This is an optimization exercise on Yosys and OpenROAD, whose aim is small area and few clock cycles, not a production implementation.
Where RTL was checked, it was by simulation tests only, not by an equivalence proof against the original.
No functional check of the RTL was part of run 1.
The clock cells of run 5 come from the design's own scripts or RTL, not from TritonCTS.
The clock port is modelled as an ideal driver, which makes a skipped or thinned clock tree look cheaper than it is; a real chip needs a root buffer or a tree.
Power figures rest on the tool's default switching activity, not on a simulated workload.

==> flow/design.v <==
`timescale 1ns / 1ps
package nrmc_pkg;
    typedef enum logic [1:0] {
        KIND_START = 2'd0,
        KIND_END   = 2'd1,
        KIND_COMMA = 2'd2,
        KIND_CHAR  = 2'd3
    } kind_t;
    typedef struct packed {
        kind_t      kind;
        logic [7:0] ch;
        logic       too_long;
        logic       is_digit;
        logic [3:0] digit;
        logic       hex_ok;
        logic [3:0] hex_val;
    } item_t;
    typedef struct packed {
        logic        too_long;
        logic        bad_digit;
        logic        header_match;
        logic [3:0]  field_index;
        logic        fmt_bad;
        logic [6:0]  char_in_field;
        logic        after_star;
        logic [7:0]  mode_char;
        logic [7:0]  received_check;
        logic [7:0]  running_xor;
        logic [12:0] minute;
        logic [26:0] lat;
        logic [27:0] lon;
        logic        south;
        logic        west;
        logic [6:0]  dd;
        logic [6:0]  mm;
        logic [6:0]  yy;
    } snap_t;
    localparam logic [7:0] CH_DOLLAR = 8'h24;
    localparam logic [7:0] CH_CR     = 8'h0D;
    localparam logic [7:0] CH_COMMA  = 8'h2C;
    localparam logic [7:0] CH_STAR   = 8'h2A;
    localparam logic [7:0] CH_POINT  = 8'h2E;
    localparam logic [7:0] CH_N      = 8'h4E;
    localparam logic [7:0] CH_S_UP   = 8'h53;
    localparam logic [7:0] CH_S_LO   = 8'h73;
    localparam logic [7:0] CH_W_UP   = 8'h57;
    localparam logic [7:0] CH_W_LO   = 8'h77;
    localparam logic [3:0] FIELD_HEADER = 4'd0;
    localparam logic [3:0] FIELD_TIME   = 4'd1;
    localparam logic [3:0] FIELD_LAT    = 4'd3;
    localparam logic [3:0] FIELD_NS     = 4'd4;
    localparam logic [3:0] FIELD_LON    = 4'd5;
    localparam logic [3:0] FIELD_EW     = 4'd6;
    localparam logic [3:0] FIELD_DATE   = 4'd9;
    localparam logic [3:0] FIELD_CHECK  = 4'd12;
    localparam logic [3:0] FIELD_MAX    = 4'd15;
    localparam logic [28:0] LAT_LIMIT = 29'd90000000;
    localparam logic [28:0] LON_LIMIT = 29'd180000000;
    localparam logic [2:0] FAIL_OK       = 3'd0;
    localparam logic [2:0] FAIL_NOT_RMC  = 3'd1;
    localparam logic [2:0] FAIL_FIELDS   = 3'd2;
    localparam logic [2:0] FAIL_FORMAT   = 3'd3;
    localparam logic [2:0] FAIL_MODE_N   = 3'd4;
    localparam logic [2:0] FAIL_CHECKSUM = 3'd5;
    localparam logic [2:0] FAIL_DIGIT    = 3'd6;
    localparam logic [2:0] FAIL_LONG     = 3'd7;
    function automatic logic [7:0] header_char(input logic [2:0] p);
        case (p)
            3'd0:    header_char = 8'h24;
            3'd1:    header_char = 8'h47;
            3'd2:    header_char = 8'h50;
            3'd3:    header_char = 8'h52;
            3'd4:    header_char = 8'h4D;
            3'd5:    header_char = 8'h43;
            default: header_char = 8'h00;
        endcase
    endfunction
    function automatic logic [9:0] minute_weight(input logic [1:0] p);
        case (p)
            2'd0:    minute_weight = 10'd600;
            2'd1:    minute_weight = 10'd60;
            2'd2:    minute_weight = 10'd10;
            default: minute_weight = 10'd1;
        endcase
    endfunction
    function automatic logic [19:0] pow10(input logic [2:0] k);
        case (k)
            3'd0:    pow10 = 20'd1;
            3'd1:    pow10 = 20'd10;
            3'd2:    pow10 = 20'd100;
            3'd3:    pow10 = 20'd1000;
            3'd4:    pow10 = 20'd10000;
            3'd5:    pow10 = 20'd100000;
            default: pow10 = 20'd1000000;
        endcase
    endfunction
    function automatic logic [8:0] month_base(input logic [3:0] m);
        case (m)
            4'd2:    month_base = 9'd31;
            4'd3:    month_base = 9'd59;
            4'd4:    month_base = 9'd90;
            4'd5:    month_base = 9'd120;
            4'd6:    month_base = 9'd151;
            4'd7:    month_base = 9'd181;
            4'd8:    month_base = 9'd212;
            4'd9:    month_base = 9'd243;
            4'd10:   month_base = 9'd273;
            4'd11:   month_base = 9'd304;
            4'd12:   month_base = 9'd334;
            default: month_base = 9'd0;
        endcase
    endfunction
endpackage
`timescale 1ns / 1ps
module nmea_rmc_sentence_parser #(
    parameter int MAX_SENTENCE_LEN = 100,
    parameter int FRACTION_DIGITS  = 4
) (
    input  logic        aclk,
    input  logic        aresetn,
    input  logic        s_tvalid,
    output logic        s_tready,
    input  logic [7:0]  s_tdata,    
    output logic        m_tvalid,
    input  logic        m_tready,
    output logic [87:0] m_tdata
);
    localparam logic [26:0] LAT_LIMIT = 27'd90000000;
    localparam logic [27:0] LON_LIMIT = 28'd180000000;
    function automatic logic [6:0] lfsr_next(input logic [6:0] s);
        lfsr_next = {s[5:0], s[6] ^ s[5]};
    endfunction
    function automatic logic [6:0] lfsr_after(input int n);
        logic [6:0] s;
        s = 7'd1;
        for (int i = 0; i < n; i++) s = lfsr_next(s);
        lfsr_after = s;
    endfunction
    localparam logic [6:0] LEN_ONE  = 7'd1;
    localparam logic [6:0] LEN_OVER = lfsr_after(MAX_SENTENCE_LEN);
    function automatic logic [29:0] mul10_add(input logic [29:0] x, input logic [3:0] d);
        logic [29:0] s;
        logic        c;
        logic        c2, c3;
        s[0] = d[0];
        s[1] = x[0] ^ d[1];
        c2   = x[0] & d[1];
        s[2] = x[1] ^ d[2] ^ c2;
        c3   = (x[1] & d[2]) | (x[1] & c2) | (d[2] & c2);
        s[3] = x[2] ^ x[0] ^ d[3] ^ c3;
        c    = (x[2] & x[0]) | (x[2] & d[3]) | (x[2] & c3)
             | (x[0] & d[3]) | (x[0] & c3) | (d[3] & c3);
        for (int i = 4; i < 30; i++) begin
            s[i] = x[i-1] ^ x[i-3] ^ c;
            c    = (x[i-1] & x[i-3]) | (x[i-1] & c) | (x[i-3] & c);
        end
        mul10_add = s;
    endfunction
    function automatic logic [3:0] inc4(input logic [3:0] x);
        inc4 = {x[3] ^ (x[2] & x[1] & x[0]), x[2] ^ (x[1] & x[0]), x[1] ^ x[0], !x[0]};
    endfunction
    function automatic logic [2:0] inc3(input logic [2:0] x);
        inc3 = {x[2] ^ (x[1] & x[0]), x[1] ^ x[0], !x[0]};
    endfunction
    function automatic logic [15:0] add16(input logic [15:0] a, input logic [15:0] b);
        logic c;
        c = 1'b0;
        for (int i = 0; i < 16; i++) begin
            add16[i] = a[i] ^ b[i] ^ c;
            c        = (a[i] & b[i]) | (a[i] & c) | (b[i] & c);
        end
    endfunction
    function automatic logic [15:0] add16c(input logic [15:0] a, input logic [15:0] b,
                                           input logic ci);
        logic c;
        c = ci;
        for (int i = 0; i < 16; i++) begin
            add16c[i] = a[i] ^ b[i] ^ c;
            c         = (a[i] & b[i]) | (a[i] & c) | (b[i] & c);
        end
    endfunction
    function automatic logic gt_const(input logic [29:0] x, input logic [29:0] k);
        logic gt, eq;
        gt = 1'b0;
        eq = 1'b1;
        for (int i = 29; i >= 0; i--) begin
            if (!k[i]) gt = gt | (eq & x[i]);
            eq = eq & (x[i] == k[i]);
        end
        gt_const = gt;
    endfunction
    function automatic logic [7:0] header_char(input logic [2:0] p);
        case (p)
            3'd1:    header_char = 8'h47;
            3'd2:    header_char = 8'h50;
            3'd3:    header_char = 8'h52;
            3'd4:    header_char = 8'h4D;
            3'd5:    header_char = 8'h43;
            default: header_char = 8'h00;
        endcase
    endfunction
    function automatic logic [8:0] month_base(input logic [3:0] m);
        month_base = 
                           (m == 4'd2) ? 9'd31 :
                           (m == 4'd3) ? 9'd59 :
                           (m == 4'd4) ? 9'd90 :
                           (m == 4'd5) ? 9'd120 :
                           (m == 4'd6) ? 9'd151 :
                           (m == 4'd7) ? 9'd181 :
                           (m == 4'd8) ? 9'd212 :
                           (m == 4'd9) ? 9'd243 :
                           (m == 4'd10) ? 9'd273 :
                           (m == 4'd11) ? 9'd304 :
                           (m == 4'd12) ? 9'd334 :
                           9'd0;
    endfunction
    logic        in_s_reg, out_v_reg;
    logic [6:0]  len_reg;
    logic [3:0]  fi_reg;       
    logic [2:0]  cif_reg;      
    logic        hdr_reg, fmt_reg, mode_n_reg, ck_bad_reg, bad_reg, sp_reg;
    logic [7:0]  xor_reg;
    logic [12:0] min_reg;
    logic [26:0] lat_val;      
    logic [27:0] lon_val;      
    logic [2:0]  lat_fc_reg, lon_fc_reg;    
    logic        south_reg, west_reg;
    logic [6:0]  dd_reg;
    logic [3:0]  mon_reg;      
    logic        leap_reg;
    logic [7:0] c;
    logic [3:0] d;
    logic       take, is_dollar, is_cr, is_comma, is_star, is_point, is_digit, is_hex;
    logic       start, step, fin, comma, ch;
    logic       f0, f1, f3, f4, f5, f6, f9, f12, after3, after5;
    logic       p0, p1, p23, p_lt4, p_lt6;
    assign c         = s_tdata;
    assign d         = s_tdata[3:0];
    assign s_tready  = !out_v_reg || m_tready;
    assign take      = s_tvalid && s_tready;
    assign is_dollar = (c == 8'h24);
    assign is_cr     = (c == 8'h0D);
    assign is_comma  = (c == 8'h2C);
    assign is_star   = (c == 8'h2A);
    assign is_point  = (c == 8'h2E);
    assign is_digit  = (c[7:4] == 4'h3) && !(c[3] && (c[2] || c[1]));
    assign is_hex    = is_digit || ((c[7:6] == 2'b01) && (c[4:3] == 2'b00)
                                    && (c[2:0] != 3'd0) && (c[2:0] != 3'd7));
    assign start = take && is_dollar;
    assign step  = take && in_s_reg && !is_dollar;
    assign fin   = step && is_cr;
    assign comma = step && is_comma;
    assign ch    = step && !is_cr && !is_comma;
    assign f0     = (fi_reg == 4'd0);
    assign f1     = (fi_reg == 4'd1);
    assign f3     = (fi_reg == 4'd3);
    assign f4     = (fi_reg == 4'd4);
    assign f5     = (fi_reg == 4'd5);
    assign f6     = (fi_reg == 4'd6);
    assign f9     = (fi_reg == 4'd9);
    assign f12    = (fi_reg == 4'd12);
    assign after3 = fi_reg[3] || fi_reg[2];
    assign after5 = fi_reg[3] || (fi_reg[2] && fi_reg[1]);
    assign p0    = (cif_reg == 3'd0);
    assign p1    = (cif_reg == 3'd1);
    assign p23   = (cif_reg[2:1] == 2'b01);
    assign p_lt4 = !cif_reg[2];
    assign p_lt6 = (cif_reg[2:1] != 2'b11);
    always_ff @(posedge aclk) begin
        if (!aresetn) begin
            in_s_reg  <= 1'b0;
            out_v_reg <= 1'b0;
        end else begin
            if (take) in_s_reg <= is_dollar || (in_s_reg && !is_cr);
            if (fin) out_v_reg <= 1'b1;
            else if (m_tready) out_v_reg <= 1'b0;
        end
    end
    always_ff @(posedge aclk) begin
        if (start) len_reg <= LEN_ONE;
        else if (step && (len_reg != LEN_OVER)) len_reg <= lfsr_next(len_reg);
    end
    always_ff @(posedge aclk) begin
        if (start) begin
            fi_reg  <= 4'd0;
            cif_reg <= 3'd1;
        end else if (comma) begin
            if (fi_reg != 4'd15) fi_reg <= inc4(fi_reg);
            cif_reg <= 3'd0;
        end else if (ch) begin
            if (cif_reg != 3'd7) cif_reg <= inc3(cif_reg);
        end
    end
    logic [3:0] xor_nib;
    assign xor_nib = cif_reg[0] ? xor_reg[3:0] : xor_reg[7:4];
    always_ff @(posedge aclk) begin
        if (start) begin
            hdr_reg    <= 1'b1;
            fmt_reg    <= 1'b0;
            mode_n_reg <= 1'b0;
            ck_bad_reg <= 1'b0;
            xor_reg    <= '0;
        end else if (comma) begin
            if (f0 && (cif_reg != 3'd6)) hdr_reg <= 1'b0;
            xor_reg <= xor_reg ^ 8'h2C;
        end else if (ch) begin
            if (f0 && (!p_lt6 || (header_char(cif_reg) != c))) hdr_reg <= 1'b0;
            if (!(f12 && !p0)) xor_reg <= xor_reg ^ c;
            if (f12 && p1) begin
                if (!is_star) fmt_reg <= 1'b1;
            end else if (is_star) begin
                fmt_reg <= 1'b1;
            end
            if (f12 && p23 && !is_hex) fmt_reg <= 1'b1;
            if (f12 && p0) mode_n_reg <= (c == 8'h4E);
            if (f12 && p23)
                ck_bad_reg <= (cif_reg[0] && ck_bad_reg) || (hex_digit(c) != xor_nib);
        end
    end
    function automatic logic [3:0] hex_digit(input logic [7:0] ch_in);
        case ({ch_in[6], ch_in[2:0]})
            4'b1001: hex_digit = 4'd10;
            4'b1010: hex_digit = 4'd11;
            4'b1011: hex_digit = 4'd12;
            4'b1100: hex_digit = 4'd13;
            4'b1101: hex_digit = 4'd14;
            4'b1110: hex_digit = 4'd15;
            default: hex_digit = ch_in[3:0];
        endcase
    endfunction
    always_ff @(posedge aclk) begin
        if (start) begin
            bad_reg <= 1'b0;
        end else if (comma) begin
            if ((f1 && p_lt4) || (f9 && p_lt6)) bad_reg <= 1'b1;
        end else if (ch) begin
            if (((f1 && p_lt4) || (f9 && p_lt6)) && !is_digit) bad_reg <= 1'b1;
            if ((f3 || f5) && !is_digit && !(is_point && !sp_reg)) bad_reg <= 1'b1;
        end
        if (comma) sp_reg <= 1'b0;
        else if (ch && is_point) sp_reg <= 1'b1;
    end
    function automatic logic [12:0] minute_term(input logic [1:0] p, input logic [3:0] v);
        case ({p, v})
            6'd1: minute_term = 13'd600;
            6'd2: minute_term = 13'd1200;
            6'd3: minute_term = 13'd1800;
            6'd4: minute_term = 13'd2400;
            6'd5: minute_term = 13'd3000;
            6'd6: minute_term = 13'd3600;
            6'd7: minute_term = 13'd4200;
            6'd8: minute_term = 13'd4800;
            6'd9: minute_term = 13'd5400;
            6'd10: minute_term = 13'd6000;
            6'd11: minute_term = 13'd6600;
            6'd12: minute_term = 13'd7200;
            6'd13: minute_term = 13'd7800;
            6'd14: minute_term = 13'd208;
            6'd15: minute_term = 13'd808;
            6'd17: minute_term = 13'd60;
            6'd18: minute_term = 13'd120;
            6'd19: minute_term = 13'd180;
            6'd20: minute_term = 13'd240;
            6'd21: minute_term = 13'd300;
            6'd22: minute_term = 13'd360;
            6'd23: minute_term = 13'd420;
            6'd24: minute_term = 13'd480;
            6'd25: minute_term = 13'd540;
            6'd26: minute_term = 13'd600;
            6'd27: minute_term = 13'd660;
            6'd28: minute_term = 13'd720;
            6'd29: minute_term = 13'd780;
            6'd30: minute_term = 13'd840;
            6'd31: minute_term = 13'd900;
            6'd33: minute_term = 13'd10;
            6'd34: minute_term = 13'd20;
            6'd35: minute_term = 13'd30;
            6'd36: minute_term = 13'd40;
            6'd37: minute_term = 13'd50;
            6'd38: minute_term = 13'd60;
            6'd39: minute_term = 13'd70;
            6'd40: minute_term = 13'd80;
            6'd41: minute_term = 13'd90;
            6'd42: minute_term = 13'd100;
            6'd43: minute_term = 13'd110;
            6'd44: minute_term = 13'd120;
            6'd45: minute_term = 13'd130;
            6'd46: minute_term = 13'd140;
            6'd47: minute_term = 13'd150;
            6'd49: minute_term = 13'd1;
            6'd50: minute_term = 13'd2;
            6'd51: minute_term = 13'd3;
            6'd52: minute_term = 13'd4;
            6'd53: minute_term = 13'd5;
            6'd54: minute_term = 13'd6;
            6'd55: minute_term = 13'd7;
            6'd56: minute_term = 13'd8;
            6'd57: minute_term = 13'd9;
            6'd58: minute_term = 13'd10;
            6'd59: minute_term = 13'd11;
            6'd60: minute_term = 13'd12;
            6'd61: minute_term = 13'd13;
            6'd62: minute_term = 13'd14;
            6'd63: minute_term = 13'd15;
            default: minute_term = 13'd0;
        endcase
    endfunction
    logic [12:0] min_term;
    logic [15:0] min_sum;
    assign min_term = minute_term(cif_reg[1:0], d);
    assign min_sum  = add16({3'b000, min_reg}, {3'b000, min_term});
    always_ff @(posedge aclk) begin
        if (ch && f1 && p_lt4) begin
            if (p0) min_reg <= min_term;
            else min_reg <= min_sum[12:0];
        end
    end
    logic [29:0] dd_sum;
    assign dd_sum = mul10_add(30'(dd_reg), d);
    always_ff @(posedge aclk) begin
        if (ch && f9) begin
            case (cif_reg)
                3'd0: dd_reg <= 7'(d);
                3'd1: dd_reg <= dd_sum[6:0];
                3'd2: mon_reg <= {2'b00, (d == 4'd1), (d == 4'd0)};
                3'd3: begin
                    if (mon_reg[0]) mon_reg <= d;
                    else if (mon_reg[1] && (d == 4'd0)) mon_reg <= 4'd10;
                    else if (mon_reg[1] && (d == 4'd1)) mon_reg <= 4'd11;
                    else if (mon_reg[1] && (d == 4'd2)) mon_reg <= 4'd12;
                    else mon_reg <= 4'd0;
                end
                3'd4: leap_reg <= d[0];
                3'd5: leap_reg <= !d[0] && (leap_reg == d[1]);
                default: ;
            endcase
        end
    end
    always_ff @(posedge aclk) begin
        if (start) begin
            south_reg <= 1'b0;
            west_reg  <= 1'b0;
        end else if (ch && p0) begin
            if (f4) south_reg <= ((c & 8'hDF) == 8'h53);
            if (f6) west_reg  <= ((c & 8'hDF) == 8'h57);
        end
    end
    logic        lat_fd, lon_fd, lon_mode, w_step, w_clear, swap;
    logic [3:0]  w_d;
    logic        w_over;
    logic [29:0] w_sum;
    logic [27:0] w_reg, st_reg;
    logic        swapped_reg;
    assign lat_fd   = (lat_fc_reg == 3'd4);
    assign lon_fd   = (lon_fc_reg == 3'd4);
    assign lon_mode = (f5 || after5) && !swapped_reg;
    assign swap     = after5 && lon_fd && !swapped_reg;
    assign w_step   = (ch && (f3 || f5) && is_digit && (!sp_reg || !(f3 ? lat_fd : lon_fd)))
                   || (after5 && !swapped_reg && !lon_fd)
                   || (swapped_reg && !lat_fd);
    assign w_clear  = start || (comma && f3);
    assign w_d      = (f3 || f5) ? d : 4'd0;
    assign w_sum    = mul10_add(30'(w_reg), w_d);
    assign w_over   = lon_mode ? (gt_const(30'(w_reg), 30'd18000000)
                                  || ((w_reg == 28'd18000000) && (w_d != 4'd0)))
                               : (gt_const(30'(w_reg), 30'd9000000)
                                  || ((w_reg == 28'd9000000) && (w_d != 4'd0)));
    always_ff @(posedge aclk) begin
        if (w_clear) w_reg <= '0;
        else if (swap) w_reg <= st_reg;
        else if (w_step) w_reg <= w_over ? (lon_mode ? LON_LIMIT : 28'(LAT_LIMIT)) : w_sum[27:0];
        if ((comma && f3) || swap) st_reg <= w_reg;
    end
    always_ff @(posedge aclk) begin
        if (start) begin
            swapped_reg <= 1'b0;
            lat_fc_reg  <= '0;
            lon_fc_reg  <= '0;
        end else begin
            if (swap) swapped_reg <= 1'b1;
            if (w_step) begin
                if (f3 ? sp_reg : swapped_reg) lat_fc_reg <= inc3(lat_fc_reg);
                if (f5 ? sp_reg : (after5 && !swapped_reg)) lon_fc_reg <= inc3(lon_fc_reg);
            end
        end
    end
    assign lat_val = w_reg[26:0];
    assign lon_val = st_reg;
    logic [2:0]  code;
    logic        ok;
    logic [8:0]  doy;
    logic [15:0] doy_sum;
    logic [27:0] lat_o;
    logic [28:0] lon_o;
    logic        lat_any, lon_any;
    always_comb begin
        if (len_reg == LEN_OVER)                      code = 3'd7;
        else if (!hdr_reg || (f0 && (cif_reg != 3'd6))) code = 3'd1;
        else if (!f12)                                code = 3'd2;
        else if (fmt_reg || (cif_reg != 3'd4))        code = 3'd3;
        else if (mode_n_reg)                          code = 3'd4;
        else if (ck_bad_reg)                          code = 3'd5;
        else if (bad_reg)                             code = 3'd6;
        else                                          code = 3'd0;
        ok = (code == 3'd0);
        doy_sum = add16c({9'd0, dd_reg}, {7'd0, month_base(mon_reg)},
                         leap_reg && (mon_reg[3] || mon_reg[2] || (mon_reg[1] && mon_reg[0])));
        doy = doy_sum[8:0];
        lat_any = 1'b0;
        for (int i = 0; i < 27; i++) begin
            lat_o[i] = lat_val[i] ^ (south_reg && lat_any);
            lat_any  = lat_any || lat_val[i];
        end
        lat_o[27] = south_reg && lat_any;
        lon_any = 1'b0;
        for (int i = 0; i < 28; i++) begin
            lon_o[i] = lon_val[i] ^ (west_reg && lon_any);
            lon_any  = lon_any || lon_val[i];
        end
        lon_o[28] = west_reg && lon_any;
        m_tdata        = '0;
        m_tdata[3:1]   = code;
        if (ok) begin
            m_tdata[0]     = 1'b1;
            m_tdata[16:4]  = min_reg;
            m_tdata[44:17] = lat_o;
            m_tdata[73:45] = lon_o;
            m_tdata[82:74] = doy;
        end
    end
    assign m_tvalid = out_v_reg;
endmodule
==> flow/flow/run.sh <==
#!/bin/bash
# The standard layout (the standard.sh, standard synthesis included), with two changes:
# the port buffers use the smallest buffer cell, and the clock tree is built without dummy
# loads from the clock buffers listed below. Every tool's output is in orfs/logs; make's
# output in flow.log.
set -euo pipefail
bash standard.sh \
    BUFFER_PORTS_ARGS="-buffer_cell sky130_fd_sc_hd__buf_1" \
    CTS_ARGS="-sink_clustering_enable -repair_clock_nets -buf_list sky130_fd_sc_hd__clkbuf_8 -dont_use_dummy_load" \
    finish > flow.log 2>&1
==> flow/standard.sh <==
#!/bin/bash
# synth_recipe.tcl (not shown) runs the flow's synth.tcl, then flattens the netlist and writes it again
# the make line also repeats each setting of config.mk as NAME=value (left out here)
make -C /OpenROAD-flow-scripts/flow DESIGN_CONFIG=/design/flow/config.mk WORK_HOME=/design/flow/orfs CLKGATE_MAP_FILE= SYNTH_SCRIPT=/design/flow/synth_recipe.tcl "${@:-finish}"
==> flow/config.mk <==
export PLATFORM = sky130hd
export DESIGN_NAME = nmea_rmc_sentence_parser
export DESIGN_NICKNAME = nmea_rmc_sentence_parser
export VERILOG_FILES = /design/flow/design.v
export SDC_FILE = /design/flow/constraint.sdc
export NUM_CORES = 4
export LEC_CHECK = 0
export CAP_MARGIN = 20
export CORE_MARGIN = 2
export CORE_UTILIZATION = 40
export SLEW_MARGIN = 20
==> flow/constraint.sdc <==
create_clock -name core_clock -period 12.0 [get_ports {aclk}]
set_input_delay 2.4000 -clock core_clock [delete_from_list [all_inputs] [get_ports {aclk}]]
set_output_delay 2.4000 -clock core_clock [all_outputs]
set_load 0.01 [all_outputs]
==> results of run 1 <==
## worst reg2reg max path, delay by kind of cell (launching register included)
kind / cells / cell delay, ns
AOI/OAI and AO/OA: 3 / 0.36
xor gates and xnor gates: 2 / 0.28
adders and majority gates: 26 / 8.43
buffers and inverters: 5 / 0.45
DFF: 1 / 0.46
muxes: 1 / 0.31
and+or+nand+nor: 3 / 0.28
## power by group through the flow
stage / clock, uW / sequential [uW] / combinational [uW]
2_1_floorplan: 0 / 543 / 343
3_3_place_gp: 0 / 580 / 407
3_5_place_dp: 0 / 581 / 414
4_1_cts: 273 / 572 / 419
5_1_grt: 287 / 585 / 478
6_report: 267 / 574 / 428
## metal layers
| metal | share of wire, % | global-route usage (%) | vias up |
|---|---|---|---|
| li1 | - | - | 3935 |
| met1 | 48 | 29.4 | 3863 |
| met2 | 44 | 31.7 | 257 |
| met3 | 5.7 | 3.49 | 39 |
| met4 | 2.5 | 6.65 | 0 |
| met5 | 0 | 0 | - |
## placed cells by master, fill, tap and decap left out, types with 28 or more instances in the layout
cell type / Yosys / layout
edfxtp_1: 53 / 53
a21oi_1: 42 / 42
fa_1: 45 / 29
xnor2_1: 29 / 28
inv_1: 52 / 51
o21ai_0: 58 / 58
xor2_1: 60 / 60
nand2_1: 87 / 87
buf_1: 8 / 96
ha_1: 32 / 31
dfxtp_1: 67 / 67
nor2_1: 133 / 131
## layout make-up
type | count | area (um^2)
multi-input cells | 836 | 6230
clock buffers | 17 | 234
repair buffers | 113 | 485
flip-flops and latches | 120 | 2930
inverters | 55 | 209
fillers | 2392 | 13100
well taps | 319 | 399
## logic make-up (layout without fill, tap and decap cells)
family | Yosys count | count (layout) | synth area share (%)
fa+ha+maj | 77 | 77 | 13.5
simple gates | 368 | 368 | 18.7
buf+inv | 129 | 185 | 5.73
mux | 32 | 32 | 3.51
other cells | 1 | 5 | 0.0390
flops | 120 | 120 | 30.5
compound gates | 265 | 265 | 19.8
xor+xnor | 89 | 89 | 8.11
## stage by stage
stage / hold slack [ns] / instances / setup slack (ns)
2_1_floorplan: 0.422 / 1085 / 0.0356
3_3_place_gp: 0.437 / 1442 / -0.288
3_5_place_dp: 0.448 / 1442 / -0.345
4_1_cts: 0.453 / 1459 / 0.0783
5_1_grt: 0.468 / 1460 / 0.00386
6_report: 0.459 / 1460 / 0.318
## path summary, 6_finish.rpt
kind                            startpoint    endpoint  cells past startpoint
worst min-delay path             w_reg[27]  st_reg[27]                      0
worst min register to register   w_reg[27]  st_reg[27]                      0
worst max register to register   fi_reg[1]   w_reg[27]                     40
worst max-delay path            s_tdata[1]   w_reg[27]                     39
## timing repair
item / CTS / global route
hold buffers: 0 / 0
gates resized for setup: 0 / 10
setup endpoints to repair: 0 / 2
==> results.cfg, run 1 <==
[outcome]
status = finished clean

[pwr]
p_int_uw = 791
clkPwrFrac_pct = 21.0
p_comb_share_pct = 33.8
peakVddDrop_uv = 67.9
power_density_mw_per_mm2 = 121
power_leakage_uw = 0.00366
power.switching_uw = 478
p_total_uw = 1270
p_sw_share_pct = 37.7
seq_power_share_pct = 45.2

[clock_tree]
cts_made_buffers = 17
clk_latency_ns = 0.46
cts_root_buf = clkbuf_8
htree_levels = 4
cts_tree = yes
clk_path_buf_depth = 2
clkTransAtPathRegs_ns = 0.06
cts_setup_buffers = 0
numClockSinks = 120

[setup_path]
slowest_delay_ns = 0.41
startpoint_type = input port
cp.required_ns = 12.31
critPathMaxFanout = 2
cp-end-kind = flip-flop
rrSetupSlack_ns = 1.31
crit_family = adder cells
crit_slowest_cell = fa_2
cp.arrival_ns = 11.99
critical_path_buf_inv_count = 6
critPathKind = input port to flip-flop
cpMostUsedCell = fa_2

[yosys]
synth_top_area_cell = edfxtp_1
synth.most_common_cell = nor2_1
yosysWarnings = 1
synthesis.area_mm2 = 0.00961
yosysUniqueCellTypes = 87
ys_top_cells_by_count = nor2_1 (133), nand2_1 (87), dfxtp_1 (67)
synth_edf_count = 53
yosys-top-cells-area = edfxtp_1 (17%), dfxtp_1 (14%), fa_1 (9.4%)
postSynthAreaPerCell_um2 = 8.89
postSynthCellCount = 1081
ys_ff_latch = 120
ys.flop_type = dfxtp_1
yosys.area.top_type_share_pct = 16.6
ys_async_sr_fraction_pct = 0
seq_area_frac_synth_pct = 30.5

[floorplan]
die_area_mm2 = 0.0253
die_y_um = 159
core_region_area_mm2 = 0.0235
start_util_pct = 40.8
rows = 56
pin_count = 102
die_width_um = 159

[final_layout]
post-route-util_pct = 44.6
drive_gt1_share_pct = 9.99
final_area_mm2 = 0.0105
area_delta_synth_final_pct = 9.12
fin_nets = 1232
antenna_cells = 0

[routing]
viasPerCell = 5.54
ant_nets = 0
routedWlPerCell_um = 17.6
drc = 0
vias = 8094
drt_iter0_drc = 673
routed_wl_um = 25700
drt-pass1-iter-count = 5

[place]
dpl_cell_area_mm2 = 0.0102
gp_congestion = 0.854
port_buffers = 96
dp_hpwl_um = 18700

[timing]
skew_ns = 0.0393
finalSetupViolCount = 0
timing.slew.headroom_pct = 32.3
slew_violations = 0
fin_crit_ns = 11.68
worstMarginPinSlew_ns = 1.01
clock.fmax_ghz = 0.0856
fin_setup_tns_ns = 0
rsz0062_at_grt = no
finalHoldViolations = 0
finalCritPeriodShare_pct = 97.4

[grt]
grt_pass1_wl_um = 42400
antenna_found_initial = 0
grt_max_degree = 65
grt.overflow.total = 0
track_usage_pct = 20.6
grt_pass1_vias = 7801

[hold_path]
hold_class = flip-flop to flip-flop

[run]
drv_cap = 0
==> inputs of run 2 (changes only) <==
--- a/flow/design.v
+++ b/flow/design.v
@@ -191,12 +191,9 @@
     endfunction
     function automatic logic [7:0] header_char(input logic [2:0] p);
-        case (p)
-            3'd1:    header_char = 8'h47;
-            3'd2:    header_char = 8'h50;
-            3'd3:    header_char = 8'h52;
-            3'd4:    header_char = 8'h4D;
-            3'd5:    header_char = 8'h43;
-            default: header_char = 8'h00;
-        endcase
+        header_char = (p == 3'd1) ? 8'h47 :
+                      (p == 3'd2) ? 8'h50 :
+                      (p == 3'd3) ? 8'h52 :
+                      (p == 3'd4) ? 8'h4D :
+                      (p == 3'd5) ? 8'h43 : 8'h00;
     endfunction
     function automatic logic [8:0] month_base(input logic [3:0] m);
@@ -319,13 +316,5 @@
     end
     function automatic logic [3:0] hex_digit(input logic [7:0] ch_in);
-        case ({ch_in[6], ch_in[2:0]})
-            4'b1001: hex_digit = 4'd10;
-            4'b1010: hex_digit = 4'd11;
-            4'b1011: hex_digit = 4'd12;
-            4'b1100: hex_digit = 4'd13;
-            4'b1101: hex_digit = 4'd14;
-            4'b1110: hex_digit = 4'd15;
-            default: hex_digit = ch_in[3:0];
-        endcase
+        hex_digit = ch_in[6] ? {1'b1, inc3(ch_in[2:0])} : ch_in[3:0];
     endfunction
     always_ff @(posedge aclk) begin
@@ -341,77 +330,27 @@
         else if (ch && is_point) sp_reg <= 1'b1;
     end
-    function automatic logic [12:0] minute_term(input logic [1:0] p, input logic [3:0] v);
-        case ({p, v})
-            6'd1: minute_term = 13'd600;
-            6'd2: minute_term = 13'd1200;
-            6'd3: minute_term = 13'd1800;
-            6'd4: minute_term = 13'd2400;
-            6'd5: minute_term = 13'd3000;
-            6'd6: minute_term = 13'd3600;
-            6'd7: minute_term = 13'd4200;
-            6'd8: minute_term = 13'd4800;
-            6'd9: minute_term = 13'd5400;
-            6'd10: minute_term = 13'd6000;
-            6'd11: minute_term = 13'd6600;
-            6'd12: minute_term = 13'd7200;
-            6'd13: minute_term = 13'd7800;
-            6'd14: minute_term = 13'd208;
-            6'd15: minute_term = 13'd808;
-            6'd17: minute_term = 13'd60;
-            6'd18: minute_term = 13'd120;
-            6'd19: minute_term = 13'd180;
-            6'd20: minute_term = 13'd240;
-            6'd21: minute_term = 13'd300;
-            6'd22: minute_term = 13'd360;
-            6'd23: minute_term = 13'd420;
-            6'd24: minute_term = 13'd480;
-            6'd25: minute_term = 13'd540;
-            6'd26: minute_term = 13'd600;
-            6'd27: minute_term = 13'd660;
-            6'd28: minute_term = 13'd720;
-            6'd29: minute_term = 13'd780;
-            6'd30: minute_term = 13'd840;
-            6'd31: minute_term = 13'd900;
-            6'd33: minute_term = 13'd10;
-            6'd34: minute_term = 13'd20;
-            6'd35: minute_term = 13'd30;
-            6'd36: minute_term = 13'd40;
-            6'd37: minute_term = 13'd50;
-            6'd38: minute_term = 13'd60;
-            6'd39: minute_term = 13'd70;
-            6'd40: minute_term = 13'd80;
-            6'd41: minute_term = 13'd90;
-            6'd42: minute_term = 13'd100;
-            6'd43: minute_term = 13'd110;
-            6'd44: minute_term = 13'd120;
-            6'd45: minute_term = 13'd130;
-            6'd46: minute_term = 13'd140;
-            6'd47: minute_term = 13'd150;
-            6'd49: minute_term = 13'd1;
-            6'd50: minute_term = 13'd2;
-            6'd51: minute_term = 13'd3;
-            6'd52: minute_term = 13'd4;
-            6'd53: minute_term = 13'd5;
-            6'd54: minute_term = 13'd6;
-            6'd55: minute_term = 13'd7;
-            6'd56: minute_term = 13'd8;
-            6'd57: minute_term = 13'd9;
-            6'd58: minute_term = 13'd10;
-            6'd59: minute_term = 13'd11;
-            6'd60: minute_term = 13'd12;
-            6'd61: minute_term = 13'd13;
-            6'd62: minute_term = 13'd14;
-            6'd63: minute_term = 13'd15;
-            default: minute_term = 13'd0;
-        endcase
-    endfunction
-    logic [12:0] min_term;
-    logic [15:0] min_sum;
-    assign min_term = minute_term(cif_reg[1:0], d);
-    assign min_sum  = add16({3'b000, min_reg}, {3'b000, min_term});
+    logic [12:0] min_t, min_b, min_sum;
+    always_comb begin
+        logic cc;
+        cc = 1'b0;
+        for (int i = 0; i < 13; i++) begin
+            logic e;
+            e        = (i < 3) ? d[i+1] : 1'b0;
+            min_t[i] = min_reg[i] ^ e ^ cc;
+            cc       = (min_reg[i] & e) | (min_reg[i] & cc) | (e & cc);
+        end
+        min_b = (cif_reg[1:0] == 2'd2) ? (min_reg << 2) : (min_reg << 3);
+        cc = 1'b0;
+        for (int i = 0; i < 13; i++) begin
+            logic a;
+            a          = (i == 0) ? d[0] : min_t[i-1];
+            min_sum[i] = a ^ min_b[i] ^ cc;
+            cc         = (a & min_b[i]) | (a & cc) | (min_b[i] & cc);
+        end
+    end
     always_ff @(posedge aclk) begin
         if (ch && f1 && p_lt4) begin
-            if (p0) min_reg <= min_term;
-            else min_reg <= min_sum[12:0];
+            if (p0) min_reg <= 13'(d);
+            else min_reg <= min_sum;
         end
     end
--- a/flow/flow/run.sh
+++ b/flow/flow/run.sh
@@ -7,4 +7,4 @@
 bash standard.sh \
     BUFFER_PORTS_ARGS="-buffer_cell sky130_fd_sc_hd__buf_1" \
-    CTS_ARGS="-sink_clustering_enable -repair_clock_nets -buf_list sky130_fd_sc_hd__clkbuf_8 -dont_use_dummy_load" \
+    CTS_ARGS="-sink_clustering_enable -repair_clock_nets -buf_list sky130_fd_sc_hd__clkbuf_8 -sink_clustering_size 30 -sink_clustering_max_diameter 100 -dont_use_dummy_load" \
     finish > flow.log 2>&1
==> run 2 against run 1 <==
Compared with the run above: still clean on timing, DRC and antenna; synthesized cell count is 5.7% lower; sequential power decreased by 12%; worst hold slack got worse by 0.018 ns; clock skew is 0.016 ns lower; global-route usage is essentially flat; count of clock-buffer cells in the layout is the same; die area shrank 7.0%; largest cell class unchanged; largest power group unchanged; highest routed layer unchanged.
==> results.cfg, run 2 <==
[timing]
fin_crit_ns = 11.72
finalHoldViolations = 0
slew_violations = 0
timing.slew.headroom_pct = 29.8
skew_ns = 0.0233
fin_setup_tns_ns = 0
rsz0062_at_grt = no
clock.fmax_ghz = 0.0854
finalSetupViolCount = 0
finalCritPeriodShare_pct = 97.6
worstMarginPinSlew_ns = 1.05

[yosys]
synth_edf_count = 53
ys.flop_type = dfxtp_1
ys_top_cells_by_count = nor2_1 (130), nand2_1 (95), dfxtp_1 (67)
synth.most_common_cell = nor2_1
ys_ff_latch = 120
yosysUniqueCellTypes = 71
synth_top_area_cell = edfxtp_1
synthesis.area_mm2 = 0.00892
seq_area_frac_synth_pct = 32.9
postSynthCellCount = 1019
yosys.area.top_type_share_pct = 17.8
yosysWarnings = 1
postSynthAreaPerCell_um2 = 8.76
ys_async_sr_fraction_pct = 0
yosys-top-cells-area = edfxtp_1 (18%), dfxtp_1 (15%), fa_1 (10%)

[setup_path]
cp-end-kind = flip-flop
cp.arrival_ns = 12.01
rrSetupSlack_ns = 1.17
cpMostUsedCell = fa_2
critPathKind = input port to flip-flop
slowest_delay_ns = 0.40
crit_slowest_cell = fa_1
critPathMaxFanout = 2
startpoint_type = input port
cp.required_ns = 12.29

[routing]
routedWlPerCell_um = 17.3
vias = 7462
ant_nets = 0
drt-pass1-iter-count = 5
routed_wl_um = 23600
drt_iter0_drc = 689
viasPerCell = 5.47
drc = 0

[clock_tree]
cts_made_buffers = 17
htree_levels = 4
clkTransAtPathRegs_ns = 0.05
clk_latency_ns = 0.44
ctsHoldBuffers = 0
numClockSinks = 120
cts_root_buf = clkbuf_8
cts_tree = yes
cts_setup_buffers = 0
clk_path_buf_depth = 2
cts_resized = 0

[place]
gp_congestion = 0.878
dp_hpwl_um = 17000
dpl_cell_area_mm2 = 0.00951
port_buffers = 96

[grt]
grt_pass1_wl_um = 39200
track_usage_pct = 20.6
grt.overflow.total = 0
grt_pass1_vias = 7291
antenna_found_initial = 0
grt_max_degree = 59

[pwr]
power_leakage_uw = 0.00342
power_density_mw_per_mm2 = 100
peakVddDrop_uv = 74.8
p_sw_share_pct = 32.1
clkPwrFrac_pct = 27.2
p_int_uw = 663
seq_power_share_pct = 51.6
p_comb_share_pct = 21.1
power.switching_uw = 314

[floorplan]
start_util_pct = 40.8
die_area_mm2 = 0.0235
die_width_um = 153
die_y_um = 153
rows = 54
core_region_area_mm2 = 0.0219
pin_count = 102

[final_layout]
final.fill_count = 2189
drive_gt1_share_pct = 7.39
ff_latch_area_mm2 = 0.00293
final_area_mm2 = 0.00977
multiInputGateArea_mm2 = 0.00564
final_common_cell = nor2_1
antenna_cells = 0
mostFrequentLayoutCells = nor2_1 (129), buf_1 (96), nand2_1 (95)
fin_nets = 1176
area_delta_synth_final_pct = 9.45

[run]
drv_cap = 0

[hold_path]
hold_class = flip-flop to flip-flop

[outcome]
status = finished clean
==> run 2: cell count changes after synthesis, sizes merged, moves of 11 or more <==
cell    before  now
inv         54   43
mux2i       27   15
o221ai      13    1
buf         24   12
and2        19   30
==> run 2: worst max-delay path: cells and delay by family <==
| kind | cells | cell delay [ns] |
|---|---|---|
| xor+xnor | 2 | 0.28 |
| fa+ha+maj | 25 | 8.17 |
| compound gates | 3 | 0.54 |
| buf+inv | 5 | 0.34 |
| simple gates | 3 | 0.26 |
==> run 2: worst paths after layout <==
| kind | to | from | depth (start not counted) |
|---|---|---|---|
| worst max-delay path | w_reg[27] | s_tdata[1] | 38 |
| worst min-delay path | st_reg[27] | w_reg[27] | 0 |
| worst max register to register | w_reg[27] | fi_reg[1] | 40 |
| worst min register to register | st_reg[27] | w_reg[27] | 0 |
==> run 2: layout make-up <==
cell class                      count  share of cell area [%]
Clock buffer                       17                    2.40
Sequential cell                   120                    30.0
Multi-Input combinational cell    795                    57.8
Inverter                           44                    1.69
Timing Repair Buffer              107                    4.53
Tap cell                          280                    3.59
==> run 2: kinds of logic (layout without fill, tap and decap cells) <==
family	count (synthesis)	after routing	share of synthesized area, %
AO/OA/AOI/OAI	202	202	14.2
XOR/XNOR	92	92	9.03
adder cells (fa/ha/maj)	80	80	15.0
buffers and inverters	108	168	4.84
flip-flops	120	120	32.9
multiplexers	25	25	2.94
other	1	5	0.0420
AND/OR/NAND/NOR	391	391	21.1
==> run 2: through the flow <==
stage               setup WS (ns)  utilization [%]  power [uW]  hold slack, ns  std cells
floorplan                 0.00991                -         651           0.418       1023
global placement           -0.262             43.4         709           0.442       1346
detailed placement         -0.410             43.4         712           0.428       1346
CTS                        0.0901             44.5         979           0.446       1363
global route               0.0437             44.6        1040           0.466       1363
finish                      0.284             44.6         976           0.441       1363
==> run 2: power by group through the flow <==
stage / clock, uW / combinational (uW) / sequential, uW
floorplan: 0 / 157 / 494
CTS: 276 / 201 / 503
finish: 266 / 206 / 504
global placement: 0 / 198 / 511
global route: 291 / 234 / 511
detailed placement: 0 / 200 / 512
==> run 2: metal layers <==
metal  share of wire, %  wire [um]  global-route usage (%)  vias up
met1                 48      11300                    29.4     3563
met5                  0          0                       0        -
met2                 45      10600                    32.2      215
met3                5.5       1310                    3.74       33
li1                   -          -                       -     3651
met4                1.6        375                    5.68        0
Testbench counts of run 2, summed over its fixed seeds: cycles 117,293.
==> inputs of run 3 (changes only) <==
--- a/flow/flow/run.sh
+++ b/flow/flow/run.sh
@@ -7,4 +7,4 @@
 bash standard.sh \
     BUFFER_PORTS_ARGS="-buffer_cell sky130_fd_sc_hd__buf_1" \
-    CTS_ARGS="-sink_clustering_enable -repair_clock_nets -buf_list sky130_fd_sc_hd__clkbuf_8 -sink_clustering_size 30 -sink_clustering_max_diameter 100 -dont_use_dummy_load" \
+    CTS_ARGS="-sink_clustering_enable -repair_clock_nets -buf_list sky130_fd_sc_hd__clkbuf_8 -dont_use_dummy_load" \
     finish > flow.log 2>&1
--- a/flow/config.mk
+++ b/flow/config.mk
@@ -8,4 +8,4 @@
 export CAP_MARGIN = 20
 export CORE_MARGIN = 2
-export CORE_UTILIZATION = 40
+export CORE_UTILIZATION = 70
 export SLEW_MARGIN = 20
==> run 3 against run 2 <==
Compared with the run above: first-iteration DRC count rose by 30%; cell count fell by 7.9%; clock skew fell by 0.0013 ns; worst hold slack improved by 0.026 ns; critical endpoint unchanged.
==> results.cfg, run 3 <==
[routing]
drt-pass1-iter-count = 5
vias = 7673
drt_iter0_drc = 894
drc = 0
ant_nets = 0
routedWlPerCell_um = 17.4
routed_wl_um = 21800
viasPerCell = 6.11

[yosys]
synth_top_area_cell = edfxtp_1
yosys-top-cells-area = edfxtp_1 (18%), dfxtp_1 (15%), fa_1 (10%)
ys_top_cells_by_count = nor2_1 (130), nand2_1 (95), dfxtp_1 (67)
synth_edf_count = 53
ys_ff_latch = 120
synthAdderAreaFrac_pct = 15.0
yosysUniqueCellTypes = 71
yosys.area.top_type_share_pct = 17.8
seq_area_frac_synth_pct = 32.9
synth.most_common_cell = nor2_1
synth_compound_area_share_pct = 14.2
ys_async_sr_fraction_pct = 0
synthMuxAreaShare_pct = 2.94
synthesis.area_mm2 = 0.00892
yosysWarnings = 1
synth_xor_xnor_area_share_pct = 9.03
postSynthAreaPerCell_um2 = 8.76
synthSimpleGateAreaFrac_pct = 21.1
postSynthCellCount = 1019
synth_top_family_by_area = simple AND/OR/NAND/NOR gates
ys.flop_type = dfxtp_1

[setup_path]
critPathMaxFanout = 2
slowest_delay_ns = 0.39
reg2reg_from = fi_reg[1]
crit_slowest_cell = fa_1
cp-end-kind = flip-flop
critPathKind = input port to flip-flop
cp.required_ns = 12.30
critical_path_buf_inv_count = 6
startpoint = s_tdata[1]
startpoint_type = input port
cp.arrival_ns = 12.03
cpMostUsedCell = fa_2
crit_family = adder cells

[pwr]
peakVddDrop_uv = 99.5
power_density_mw_per_mm2 = 101
power_leakage_uw = 0.00341

[clock_tree]
htree_levels = 4
cts_resized = 0
numClockSinks = 120
clk_path_buf_depth = 2
cts_tree = yes
clk_latency_ns = 0.44
clkTransAtPathRegs_ns = 0.06
cts_root_buf = clkbuf_8
cts_setup_buffers = 0
ctsHoldBuffers = 0
cts_made_buffers = 17

[timing]
finalSetupViolCount = 0
slew_violations = 0
fin_crit_ns = 11.73
timing.slew.headroom_pct = 28.4
finalCritPeriodShare_pct = 97.7
clock.fmax_ghz = 0.0853
worstMarginPinSlew_ns = 1.07
finalHoldViolations = 0
skew_ns = 0.0220
whs_ns = 0.467

[grt]
grt_pass1_vias = 6835
grt_pass1_wl_um = 35100
busiest_layer = met1
track_usage_pct = 33.5
met2_usage_pct = 49.4
grt_max_degree = 59
grt_use_met3_pct = 6.28
grt.overflow.total = 0
met1_usage_pct = 50.0
antenna_found_initial = 0

[outcome]
status = finished clean

[floorplan]
pin_count = 102
die_width_um = 117
die_y_um = 117
rows = 41
core_region_area_mm2 = 0.0125
start_util_pct = 71.3
die_area_mm2 = 0.0137

[final_layout]
drive_gt1_share_pct = 7.39
final_area_mm2 = 0.00963
mostFrequentLayoutCells = nor2_1 (128), buf_1 (96), nand2_1 (95)
antenna_cells = 0
final_common_cell = nor2_1
area_delta_synth_final_pct = 7.88
final.fill_count = 966
fin_nets = 1176

[run]
drv_cap = 0

[place]
port_buffers = 96
dpl_cell_area_mm2 = 0.00937
gp_congestion = 0.995
dp_hpwl_um = 15600

[hold_path]
hold_class = flip-flop to flip-flop
hp-start = len_reg[2]
-- run 3: cell count changes in the layout (fill, tap and decap cells not counted) --
cell,delta
nor2_1,-1
nor2_2,+1
xnor2_1,+1
xnor2_2,-1
-- run 3: kinds of logic (layout without fill, tap and decap cells) --
| logic type | after synthesis | in the layout |
|---|---|---|
| compound gates | 202 | 202 |
| xor+xnor | 92 | 92 |
| fa+ha+maj | 80 | 80 |
| flops | 120 | 120 |
| simple gates | 391 | 391 |
| buf+inv | 108 | 168 |
| other cells | 1 | 5 |
| mux | 25 | 25 |
-- run 3: final timing paths --
path / end / slack (ns) / cells after the start
worst min register to register: len_reg[2] / 0.47 / 2
worst min-delay path: len_reg[2] / 0.47 / 2
worst max register to register: w_reg[27] / 1.21 / 41
worst max-delay path: w_reg[27] / 0.27 / 39
-- run 3: metal layers --
metal	routed length, um	up-vias
met3	2030	43
met1	9560	3589
met4	465	0
li1	-	3661
met5	0	-
met2	9780	380
-- run 3: final cells by class --
cell class	instances	area (um^2)	share of cell area (%)
Multi-Input combinational cell	795	5640	58.6
Sequential cell	120	2930	30.5
Timing Repair Buffer	107	443	4.60
Clock buffer	17	234	2.43
Tap cell	172	215	2.24
Inverter	44	165	1.72
-- run 3: worst min-delay path, stage by stage (launching register included) --
cell and delay (ns):
dfxtp_1 0.31, nand2_1 0.05, a21oi_1 0.05
-- run 3: stage by stage --
step | total power, uW | utilization, % | worst slack, ns | std cells | TNS (ns)
after floorplan | 651 | - | 0.00991 | 1023 | 0
final | 973 | 76.9 | 0.272 | 1255 | 0
after global placement | 701 | 74.9 | -0.222 | 1238 | -0.330
after detailed placement | 710 | 74.9 | -0.423 | 1238 | -0.743
after global routing | 1020 | 76.9 | -0.0268 | 1255 | -0.0268
after CTS | 968 | 76.7 | 0.0424 | 1255 | 0
-- run 3: power by group --
part / switching [uW] / internal (uW)
sequential: 49.7 / 454
clock: 137 / 124
combinational: 123 / 84.8
total: 310 / 663
==> inputs of run 4 (changes only) <==
--- a/flow/config.mk
+++ b/flow/config.mk
@@ -8,4 +8,4 @@
 export CAP_MARGIN = 20
 export CORE_MARGIN = 2
-export CORE_UTILIZATION = 70
+export CORE_UTILIZATION = 40
 export SLEW_MARGIN = 20
==> run 4 against run 3 <==
Compared with the run above: still clean; final area is 1.5% higher; register-to-register slack lost 0.04 ns; first-iteration DRC count shrank 23%; combinational power hardly changed; via count fell by 2.7%; power grew 0.38%; sequential share of layout area fell by 0.44 points; non-clock buffer count stayed put.
==> results.cfg, run 4 <==
[outcome]
status = finished clean

[grt]
track_usage_pct = 20.6
grt.overflow.total = 0
grt_pass1_vias = 7291
grt_pass1_wl_um = 39200
antenna_found_initial = 0
grt_max_degree = 59

[clock_tree]
numClockSinks = 120
clk_path_buf_depth = 2
cts_setup_buffers = 0
cts_tree = yes
clk_latency_ns = 0.44
cts_made_buffers = 17
ctsHoldBuffers = 0
cts_resized = 0
htree_levels = 4
cts_root_buf = clkbuf_8
clkTransAtPathRegs_ns = 0.05

[yosys]
synth.most_common_cell = nor2_1
synth_edf_count = 53
synth_top_area_cell = edfxtp_1
yosys.area.top_type_share_pct = 17.8
postSynthAreaPerCell_um2 = 8.76
ys.flop_type = dfxtp_1
seq_area_frac_synth_pct = 32.9
yosys-top-cells-area = edfxtp_1 (18%), dfxtp_1 (15%), fa_1 (10%)
ys_ff_latch = 120
ys_async_sr_fraction_pct = 0
postSynthCellCount = 1019
synthesis.area_mm2 = 0.00892
yosysWarnings = 1
yosysUniqueCellTypes = 71
ys_top_cells_by_count = nor2_1 (130), nand2_1 (95), dfxtp_1 (67)

[final_layout]
antenna_cells = 0
multiInputGateArea_mm2 = 0.00564
mostFrequentLayoutCells = nor2_1 (129), buf_1 (96), nand2_1 (95)
fin_nets = 1176
area_delta_synth_final_pct = 9.45
final_common_cell = nor2_1
drive_gt1_share_pct = 7.39
ff_latch_area_mm2 = 0.00293
final.fill_count = 2189
final_cell_count_no_fill = 1363

[pwr]
p_int_uw = 663
power_leakage_uw = 0.00342
peakVddDrop_uv = 74.8
power.switching_uw = 314
power_density_mw_per_mm2 = 100
p_comb_share_pct = 21.1
clkPwrFrac_pct = 27.2
seq_power_share_pct = 51.6
p_sw_share_pct = 32.1

[floorplan]
start_util_pct = 40.8
die_width_um = 153
rows = 54
die_y_um = 153
pin_count = 102
core_region_area_mm2 = 0.0219
die_area_mm2 = 0.0235

[routing]
drt_iter0_drc = 689
ant_nets = 0
viasPerCell = 5.47
drc = 0
vias = 7462
routedWlPerCell_um = 17.3
routed_wl_um = 23600
drt-pass1-iter-count = 5

[timing]
worstMarginPinSlew_ns = 1.05
finalSetupViolCount = 0
fin_crit_ns = 11.72
skew_ns = 0.0233
setup_slack_ns = 0.284
finalHoldViolations = 0
fin_setup_tns_ns = 0
slew_violations = 0
finalCritPeriodShare_pct = 97.6
clock.fmax_ghz = 0.0854
rsz0062_at_grt = no
timing.slew.headroom_pct = 29.8

[setup_path]
crit_slowest_cell = fa_1
startpoint_type = input port
cp.required_ns = 12.29
critPathKind = input port to flip-flop
cpMostUsedCell = fa_2
critical_path_buf_inv_count = 5
cp.arrival_ns = 12.01
crit_family = adder cells
critPathMaxFanout = 2
cp-end-kind = flip-flop
slowest_delay_ns = 0.40

[place]
dp_hpwl_um = 17000
port_buffers = 96
place_ws_ns = -0.410
gp_congestion = 0.878
dp_cells = 1346

[hold_path]
hold_class = flip-flop to flip-flop

[run]
drv_cap = 0
==> run 4: cells by family (layout without fill, tap and decap cells) <==
logic type	count (synthesis)	count (layout)	share of synthesized area [%]
adder cells (fa/ha/maj)	80	80	15.0
multiplexers	25	25	2.94
flip-flops	120	120	32.9
XOR/XNOR	92	92	9.03
AO/OA/AOI/OAI	202	202	14.2
other	1	5	0.0420
buffers and inverters	108	168	4.84
AND/OR/NAND/NOR	391	391	21.1
==> run 4: worst paths after layout <==
path	from	to	slack [ns]	cells past startpoint
setup reg to reg	fi_reg[1]	w_reg[27]	1.17	40
setup / recovery	s_tdata[1]	w_reg[27]	0.28	38
hold / removal	w_reg[27]	st_reg[27]	0.44	0
hold reg to reg	w_reg[27]	st_reg[27]	0.44	0
==> run 4: worst register-to-register path, delay by kind of cell, from the launching register on <==
family,cells,cell delay [ns]
AND/OR/NAND/NOR,4,0.47
adder cells (fa/ha/maj),26,8.41
AO/OA/AOI/OAI,3,0.54
flip-flops,1,0.42
XOR/XNOR,2,0.28
multiplexers,1,0.26
buffers and inverters,4,0.28
==> run 4: power groups by stage <==
stage / combinational [uW] / sequential, uW / clock [uW]
2_1_floorplan: 157 / 494 / 0
3_3_place_gp: 198 / 511 / 0
3_5_place_dp: 200 / 512 / 0
4_1_cts: 201 / 503 / 276
5_1_grt: 234 / 511 / 291
6_report: 206 / 504 / 266
==> run 4: area by class of cell <==
class                      count  area share (%)
tap                          280            3.59
timing repair buffer         107            4.53
multi-input combinational    795            57.8
inverter                      44            1.69
clock buffer                  17            2.40
sequential                   120            30.0
==> run 4: metal layers <==
layer	GRT usage [%]	vias to the layer above	wire length [um]
met5	0	-	0
met4	5.68	0	375
met3	3.74	33	1310
met2	32.2	215	10600
met1	29.4	3563	11300
li1	-	3651	-
==> run 4: stage by stage <==
step,power (uW),utilization (%),instance area [um^2],hold WS (ns)
floorplan,651,-,8960,0.418
global placement,709,43.4,9510,0.442
detailed placement,712,43.4,9510,0.428
CTS,979,44.5,9740,0.446
global route,1040,44.6,9770,0.466
finish,976,44.6,9770,0.441
==> inputs of run 5 (changes only) <==
==> flow/flow/run.sh (replaced) <==
#!/bin/bash
# The standard layout (the standard.sh, standard synthesis included), with two changes:
# - the port buffers use the smallest buffer cell (buf_1);
# - the clock tree is built by flow/mcts.tcl (ORFS's PRE_CTS_TCL hook) instead of
#   clock_tree_synthesis: one root clkbuf_4 driving eight clkbuf_8, each driving an equal,
#   compact group of flip-flops. The rest of the CTS step (placement legalization, timing
#   repair) and all later steps are ORFS's own.
# Every tool's output is in orfs/logs; make's output in flow.log.
set -euo pipefail
export MCTS_CLOCK_PORT=aclk
export MCTS_LEVELS=3
export MCTS_LEAF_BUF=sky130_fd_sc_hd__clkbuf_8
export MCTS_ROOT_BUF=sky130_fd_sc_hd__clkbuf_4
bash standard.sh \
    BUFFER_PORTS_ARGS="-buffer_cell sky130_fd_sc_hd__buf_1" \
    PRE_CTS_TCL="$(pwd)/flow/mcts.tcl" \
    finish > flow.log 2>&1
==> flow/flow/mcts.tcl (new file) <==
# Clock tree, used in place of clock_tree_synthesis (this file is ORFS's PRE_CTS_TCL hook,
# sourced just before the CTS step calls clock_tree_synthesis).
# The clock's sinks are split by position into 2^MCTS_LEVELS groups of equal size (recursive
# median cuts along the longer side), each group is driven by one MCTS_LEAF_BUF placed at
# the group's centroid, and one MCTS_ROOT_BUF at the centroid of all sinks drives the group
# buffers. The clock port drives only the root buffer. Every sink sees the same two buffer
# stages; detailed placement then legalizes the new buffers, and the CTS step goes on with
# its own timing repair as usual.

proc mcts_split {items axis} {
    set keyed {}
    foreach it $items { lappend keyed [list [lindex $it $axis] $it] }
    set keyed [lsort -integer -index 0 $keyed]
    set n [llength $keyed]
    set h [expr {$n / 2}]
    set a {}
    set b {}
    for {set i 0} {$i < $n} {incr i} {
        if {$i < $h} { lappend a [lindex $keyed $i 1] } else { lappend b [lindex $keyed $i 1] }
    }
    return [list $a $b]
}

proc mcts_centroid {items} {
    set sx 0
    set sy 0
    foreach it $items {
        incr sx [lindex $it 0]
        incr sy [lindex $it 1]
    }
    set n [llength $items]
    return [list [expr {$sx / $n}] [expr {$sy / $n}]]
}

proc mcts_add_buf {block master name x y in_net out_name} {
    set inst [odb::dbInst_create $block $master $name]
    $inst setLocation $x $y
    $inst setPlacementStatus PLACED
    set net [odb::dbNet_create $block $out_name]
    $net setSigType CLOCK
    [$inst findITerm A] connect $in_net
    [$inst findITerm X] connect $net
    return $net
}

proc mcts_build {clock_port levels leaf_buf root_buf} {
    set block [ord::get_db_block]
    set db [ord::get_db]
    set clk_net [[$block findBTerm $clock_port] getNet]
    set leaf_master [$db findMaster $leaf_buf]
    set root_master [$db findMaster $root_buf]
    set items {}
    foreach it [$clk_net getITerms] {
        set bb [[$it getInst] getBBox]
        lappend items [list [expr {([$bb xMin] + [$bb xMax]) / 2}] \
                            [expr {([$bb yMin] + [$bb yMax]) / 2}] $it]
    }
    puts "mcts: [llength $items] clock sinks on [$clk_net getName]"
    set groups [list $items]
    for {set l 0} {$l < $levels} {incr l} {
        set next {}
        foreach g $groups {
            set xs {}
            set ys {}
            foreach it $g {
                lappend xs [lindex $it 0]
                lappend ys [lindex $it 1]
            }
            set xs [lsort -integer $xs]
            set ys [lsort -integer $ys]
            set axis [expr {([lindex $xs end] - [lindex $xs 0]) >= ([lindex $ys end] - [lindex $ys 0]) ? 0 : 1}]
            foreach part [mcts_split $g $axis] { lappend next $part }
        }
        set groups $next
    }
    # Disconnect every sink first, then wire the tree.
    foreach it $items { [lindex $it 2] disconnect }
    lassign [mcts_centroid $items] rx ry
    set root_net [mcts_add_buf $block $root_master mcts_root $rx $ry $clk_net mcts_root_net]
    puts "mcts: root $root_buf at ($rx, $ry)"
    set i 0
    foreach g $groups {
        lassign [mcts_centroid $g] cx cy
        set net [mcts_add_buf $block $leaf_master mcts_leaf_$i $cx $cy $root_net mcts_leaf_net_$i]
        foreach it $g { [lindex $it 2] connect $net }
        puts "mcts: leaf $i $leaf_buf at ($cx, $cy) drives [llength $g] clock pins"
        incr i
    }
}

rename clock_tree_synthesis mcts_unused_clock_tree_synthesis
proc clock_tree_synthesis {args} {
    mcts_build $::env(MCTS_CLOCK_PORT) $::env(MCTS_LEVELS) $::env(MCTS_LEAF_BUF) $::env(MCTS_ROOT_BUF)
    set_propagated_clock [all_clocks]
}
--- a/flow/config.mk
+++ b/flow/config.mk
@@ -9,3 +9,4 @@
 export CORE_MARGIN = 2
 export CORE_UTILIZATION = 40
+export GPL_TIMING_DRIVEN = 0
 export SLEW_MARGIN = 20
==> run 5 against run 4 <==
Compared with the run above: setup slack got worse by 0.059 ns; cell count increased by 3.5%; critical path type unchanged; clock power decreased by 24%; synthesized cell count unchanged; worst hold slack improved by 0.030 ns; global-route usage increased by 0.95 points; register-to-register slack about the same; largest power group unchanged; via count increased by 3.6%; largest cell class unchanged.
==> results.cfg, run 5 <==
[pwr]
clkPwrFrac_pct = 21.8
peakVddDrop_uv = 48.0
power_density_mw_per_mm2 = 93.1
p_int_uw = 607
power_leakage_uw = 0.00345
power.switching_uw = 315
seq_power_share_pct = 54.0
p_comb_share_pct = 24.2
p_sw_share_pct = 34.2

[routing]
vias = 7734
drc = 0
drt_iter0_drc = 604
routed_wl_um = 25800
routedWlPerCell_um = 18.3
drt-pass1-iter-count = 5
viasPerCell = 5.48
ant_nets = 0

[final_layout]
fin_nets = 1223
ff_latch_area_mm2 = 0.00293
post-route-util_pct = 45.3
final_cell_count_no_fill = 1411
area_delta_synth_final_pct = 11.0
mostFrequentLayoutCells = nor2_1 (130), buf_1 (97), nand2_1 (95)
final.fill_count = 2265
drive_gt1_share_pct = 6.90
multiInputGateArea_mm2 = 0.00565
final_common_cell = nor2_1

[timing]
skew_ns = 0.0164
timing.slew.headroom_pct = 27.9
finalSetupViolCount = 0
finalCritPeriodShare_pct = 98.1
finalHoldViolations = 0
rsz0062_at_grt = yes
fin_crit_ns = 11.77
clock.fmax_ghz = 0.0849
worstMarginPinSlew_ns = 1.08
slew_violations = 0

[yosys]
yosys-top-cells-area = edfxtp_1 (18%), dfxtp_1 (15%), fa_1 (10%)
synthMuxAreaShare_pct = 2.94
ys_top_cells_by_count = nor2_1 (130), nand2_1 (95), dfxtp_1 (67)
postSynthAreaPerCell_um2 = 8.76
synthAdderAreaFrac_pct = 15.0
synth.most_common_cell = nor2_1
synthesis.area_mm2 = 0.00892
synth_top_family_by_area = simple AND/OR/NAND/NOR gates
postSynthCellCount = 1019
yosysUniqueCellTypes = 71
ys_async_sr_fraction_pct = 0
synth_edf_count = 53
synthSimpleGateAreaFrac_pct = 21.1
synth_xor_xnor_area_share_pct = 9.03
seq_area_frac_synth_pct = 32.9
synth_top_area_cell = edfxtp_1
ys_ff_latch = 120
ys.flop_type = dfxtp_1
yosysWarnings = 1
yosys.area.top_type_share_pct = 17.8
synth_compound_area_share_pct = 14.2

[setup_path]
rrSetupSlack_ns = 1.18
reg2reg_from = fi_reg[1]
r2r-end = w_reg[27]
critPathMaxFanout = 6
cpMostUsedCell = fa_2
cp-end-kind = flip-flop
crit_slowest_cell = fa_1
cp.arrival_ns = 12.17
startpoint_type = input port
critPathKind = input port to flip-flop
reg2regPathDepth = 40
cp.required_ns = 12.39
slowest_delay_ns = 0.40

[run]
drv_cap = 0

[grt]
grt_pass1_wl_um = 41100
grt_max_degree = 19
track_usage_pct = 21.6
grt.overflow.total = 0
grt_pass1_vias = 7496
antenna_found_initial = 1

[floorplan]
start_util_pct = 40.8
core_region_area_mm2 = 0.0219
die_y_um = 153
die_area_mm2 = 0.0235
rows = 54
die_width_um = 153
pin_count = 102

[hold_path]
hold_end = st_reg[27]
hp-start = w_reg[27]
hold_depth = 0
hold_class = flip-flop to flip-flop

[clock_tree]
clkTransAtPathRegs_ns = 0.10
clk_latency_ns = 0.54
ctsHoldBuffers = 0

[outcome]
status = finished clean

[place]
port_buffers = 95
gp_congestion = 0.909
dp_cells = 1399
dp_hpwl_um = 19300
==> run 5: cell counts after synthesis <==
Identical to the previous run, type by type.
==> run 5: worst max path at each step <==
stage	to	slack (ns)	start
floorplan	w_reg[27]	0.01	s_tdata[1]
global placement	w_reg[27]	-1.09	s_tdata[2]
detailed placement	w_reg[27]	-1.17	s_tdata[2]
CTS	w_reg[27]	0.005	s_tdata[1]
global route	w_reg[27]	-0.16	s_tdata[1]
finish	w_reg[27]	0.23	s_tdata[1]
==> run 5: power groups by stage <==
stage | logic (uW) | registers (uW) | clock network, uW
2_1_floorplan | 157 | 494 | 0
3_3_place_gp | 208 | 507 | 0
3_5_place_dp | 212 | 508 | 0
4_1_cts | 215 | 498 | 203
5_1_grt | 250 | 505 | 215
6_report | 223 | 498 | 201
==> run 5: metal layers <==
layer	track usage [%]	vias to the layer above	part of all wire [%]
met5	0	-	0
met4	3.15	0	1.5
met3	2.58	19	6.9
met2	34.7	236	44
met1	31.9	3726	47
li1	-	3753	-
==> run 5: cells by family (layout without fill, tap and decap cells) <==
kind of cell,Yosys count,count (layout)
and+or+nand+nor,391,391
AOI/OAI and AO/OA,202,202
DFF,120,120
buffers and inverters,108,215
xor gates and xnor gates,92,92
adders and majority gates,80,80
muxes,25,25
other,1,6
==> run 5: repair_timing <==
item	CTS	global route
endpoints found under the setup margin	3	2
resized for setup	13	8
pin swaps	0	3
setup buffers	1	1
==> run 5: final cells by class <==
class | instances | area share (%)
Antenna cell | 1 | 0.0253
Buffer | 73 | 4.08
Inverter | 44 | 1.72
Multi-Input combinational cell | 795 | 57.0
Sequential cell | 120 | 29.6
Tap cell | 280 | 3.54
Timing Repair Buffer | 98 | 4.05
==> run 5: stage by stage <==
| step | hold slack (ns) | area (um^2) | power, uW | setup slack (ns) | setup TNS (ns) |
|---|---|---|---|---|---|
| 6_report | 0.471 | 9910 | 922 | 0.226 | 0 |
| 4_1_cts | 0.473 | 9870 | 916 | 0.00516 | 0 |
| 2_1_floorplan | 0.418 | 8960 | 651 | 0.00991 | 0 |
| 3_3_place_gp | 0.440 | 9670 | 715 | -1.09 | -2.93 |
| 5_1_grt | 0.484 | 9910 | 970 | -0.156 | -0.156 |
| 3_5_place_dp | 0.449 | 9710 | 720 | -1.17 | -3.28 |
==> run 5: critical path: cells and delay by family <==
family	cells	cell delay, ns
compound gates	3	0.51
xor+xnor	2	0.27
fa+ha+maj	25	8.18
buf+inv	6	0.57
simple gates	3	0.24

what the ideal ports hide:
No port has a modelled driver above. Below, the same layouts with a new extraction and two added sets of constraints.
Step 1 sets driving cells, clkbuf_16 on the clock port and buf_2 on the other inputs (assumed; they add their load-dependent delay and slew).
Step 2, shift: input delay + t, output delay - t, t = (earliest + latest rising clock arrival at the registers) / 2. This alone moves slack from input paths to output paths.
Slacks: ideal ports / drivers / drivers and shift; pairs: ideal ports / drivers.
| run | t (ns) | setup WS [ns] | worst hold slack (ns) | worst register clock-pin slew, ns | worst slew at a driven data input, ns |
|---|---|---|---|---|---|
| run 1 | 0.486 | 0.318 / 0.339 / -0.147 | 0.459 / 0.459 / 0.459 | 0.09 / 0.09 | 0.03 |
| run 2 | 0.470 | 0.284 / 0.300 / -0.170 | 0.441 / 0.441 / 0.441 | 0.08 / 0.08 | 0.03 |
| run 3 | 0.468 | 0.272 / 0.289 / -0.179 | 0.467 / 0.467 / 0.467 | 0.08 / 0.08 | 0.03 |
| run 4 | 0.470 | 0.284 / 0.300 / -0.170 | 0.441 / 0.441 / 0.441 | 0.08 / 0.08 | 0.03 |
| run 5 | 0.568 | 0.226 / 0.244 / -0.324 | 0.471 / 0.471 / 0.471 | 0.11 / 0.11 | 0.04 |
With both steps, setup timing fails in every run listed, where it was met with ideal ports. For run 5, which loses most, drivers alone change the setup slack by +0.018 ns; drivers and shift together by -0.550 ns.
